What follows belongs to an exercise in optimizing a design on an open flow for small area; a production flow would make more cautious choices. Function was checked by simulation only, so behaviour that the tests miss may differ from the original.

==> flow/design.v (excerpt) <==
module div_top (
    input  wire        i_clk,
    input  wire        i_rst,
    input  wire        en,
    input  wire [15:0] a,
    input  wire [15:0] b,
    output logic       done,
    output logic [15:0] result
);
    function automatic logic [26:0] add27(input logic [26:0] p, input logic [26:0] q, input logic ci);
        logic c;
        logic cz;
        logic pre;
        logic [26:0] h;
        c = ci;
        for (int j = 0; j < 7; j++) begin
            add27[j] = p[j] ^ q[j] ^ c;
            c = (p[j] & q[j]) | (c & (p[j] ^ q[j]));
        end
        cz = 1'b0;
        for (int j = 7; j < 14; j++) begin
            h[j] = p[j] ^ q[j] ^ cz;
            cz = (p[j] & q[j]) | (cz & (p[j] ^ q[j]));
        end
        pre = 1'b1;
        for (int j = 7; j < 14; j++) begin
            add27[j] = h[j] ^ (c & pre);
            pre = pre & h[j];
        end
        c = cz | (c & pre);
        cz = 1'b0;
        for (int j = 14; j < 21; j++) begin
            h[j] = p[j] ^ q[j] ^ cz;
            cz = (p[j] & q[j]) | (cz & (p[j] ^ q[j]));
        end
        pre = 1'b1;
        for (int j = 14; j < 21; j++) begin
            add27[j] = h[j] ^ (c & pre);
            pre = pre & h[j];
        end
  ...
Settings: LEC_CHECK=0, ABC_AREA=1, CAP_MARGIN=20, CORE_MARGIN=2, CORE_UTILIZATION=60, GPL_TIMING_DRIVEN=0, SLEW_MARGIN=20; clock period 16.0 ns.
standard.sh (not shown) runs the stock make flow with config.mk's settings and CLKGATE_MAP_FILE= SYNTH_SCRIPT=/design/flow/synth_recipe.tcl, a recipe that flattens the netlist after the stock synthesis.
==> flow/flow/run.sh <==
#!/bin/bash
# The standard layout with two changes that only affect buffering:
#  - port buffers are the smallest buffer cell,
#  - the buffers abc adds for fanout are removed at floorplan; repair_design
#    puts back what slew and capacitance need.
set -euo pipefail
export BUFFER_PORTS_ARGS="-buffer_cell sky130_fd_sc_hd__buf_1"
export REMOVE_ABC_BUFFERS=1
bash standard.sh > standard_flow.log 2>&1
Rerun with:
--- a/flow/design.v
+++ b/flow/design.v
@@ -61,15 +61,14 @@
         logic [26:0] c;
         s = p ^ q ^ r;
         c = {((p[25:0] & q[25:0]) | (p[25:0] & r[25:0]) | (q[25:0] & r[25:0])), ci};
         csa27 = {c, s};
     endfunction
     logic [1:0]  phase;
     logic [26:0] x;
-    logic [3:0]  cq;
     logic [3:0]  fq;
     logic        bq;
     always_ff @(posedge i_clk or posedge i_rst) begin
         if (i_rst) phase <= 2'd0;
         else if (en) phase <= phase + 2'd1;
     end
     assign done = (phase == 2'd3);
@@ -79,15 +78,17 @@
         lead = 4'd14;
         for (int i = 0; i < 16; i++) if (b[i]) lead = 4'(i);
     end
     wire [3:0]  nsh = ~lead;
     wire [26:0] nrm = {{4{a[15]}}, a, 7'b0} << nsh;
     wire [15:0] bn  = b << nsh;
     wire [3:0]  cidx = bn[14:11];
-    wire [26:0] src = load ? {4'b0, 1'b1, bn[14:0], 7'b0} : x;
+    wire crs = (phase == 2'd1);
+    wire [3:0] cq = x[3:0];
+    wire [26:0] src = load ? {4'b0, 1'b1, bn[14:0], 7'b0} : {x[26:4], (crs ? 4'b0 : x[3:0])};
     wire signed [26:0] srcs = src;
     wire [5:0] key = phase[1] ? {1'b1, bq, fq} : {2'b00, (load ? cidx : cq)};
     logic [9:0] s0_sel;
     logic s0_neg;
     logic [8:0] s1_sel;
     logic s1_neg;
     logic [7:0] s2_sel;
@@ -204,21 +205,20 @@
     wire [53:0] c2 = csa27(c1[26:0], c1[53:27], t2, s1_neg);
     wire [53:0] c3 = csa27(c2[26:0], c2[53:27], t3, s2_neg);
     wire [26:0] y  = add27(c3[26:0], c3[53:27], s3_neg);
     wire       dbl  = ~y[22];
     wire [4:0] dhi  = dbl ? ~y[18:14] : y[18:14];
     wire       dinc = dbl & (y[13:0] == 14'd0);
     wire [4:0] drn  = dhi + 5'(dinc) + 5'd1;
-    wire [3:0] fidx = bn[15] ? drn[4:1] : 4'd0;
+    wire [3:0] fidx = drn[4:1];
     always_ff @(posedge i_clk) begin
         if (en) begin
             case (phase)
                 2'd0: begin
-                    x  <= nrm;
-                    cq <= cidx;
+                    x  <= {nrm[26:4], cidx};
                     fq <= fidx;
                     bq <= dbl;
                 end
                 2'd1, 2'd2: x <= y;
                 default: ;
             endcase
         end
Setup slack gains 0.28 ns.
First-iteration DRC count is higher by about 6%.
Wire length is lower by 4.5%.
Cell count is lower by about 1.5%.
Global-route usage fell by 1.4 points.
Die area came out lower by 2.3%.
Maximum frequency went up by about 1.9%.
Worst hold slack gets better by 0.029 ns.
Clock skew fell by 0.0086 ns.
Utilization grows by 1.4 points.
Register-to-register slack improved by 1.0 ns.

## port drivers added, routing unchanged
Ports are ideal in the flow. The routed layouts listed here were re-timed in OpenROAD. Step 1 (the two cells are an assumption about what drives the block):
set clk [get_ports {i_clk}]
set_driving_cell -lib_cell sky130_fd_sc_hd__clkbuf_16 $clk
set_driving_cell -lib_cell sky130_fd_sc_hd__buf_2 [delete_from_list [all_inputs] $clk]
Step 2 also shifts input and output timing later by t, the mid clock arrival at the registers, as if the neighbouring blocks saw the same clock. a / b / c = ideal ports / drivers / drivers and shift; a / b = the first two.
run | t, ns | setup WS [ns] | worst setup path after step 2 | worst register clock-pin slew, ns | worst data-port slew with drivers (ns)
the first run | 0.338 | 0.644 / 0.667 / 0.329 | input to register | 0.07 / 0.07 | 0.03
the second run | 0.318 | 0.926 / 0.941 / 0.623 | input to register | 0.06 / 0.06 | 0.03
After both steps setup and hold are still met in every run listed. The setup slack of the first run, which loses most, moves by +0.023 ns with the drivers and by -0.315 ns with both steps.
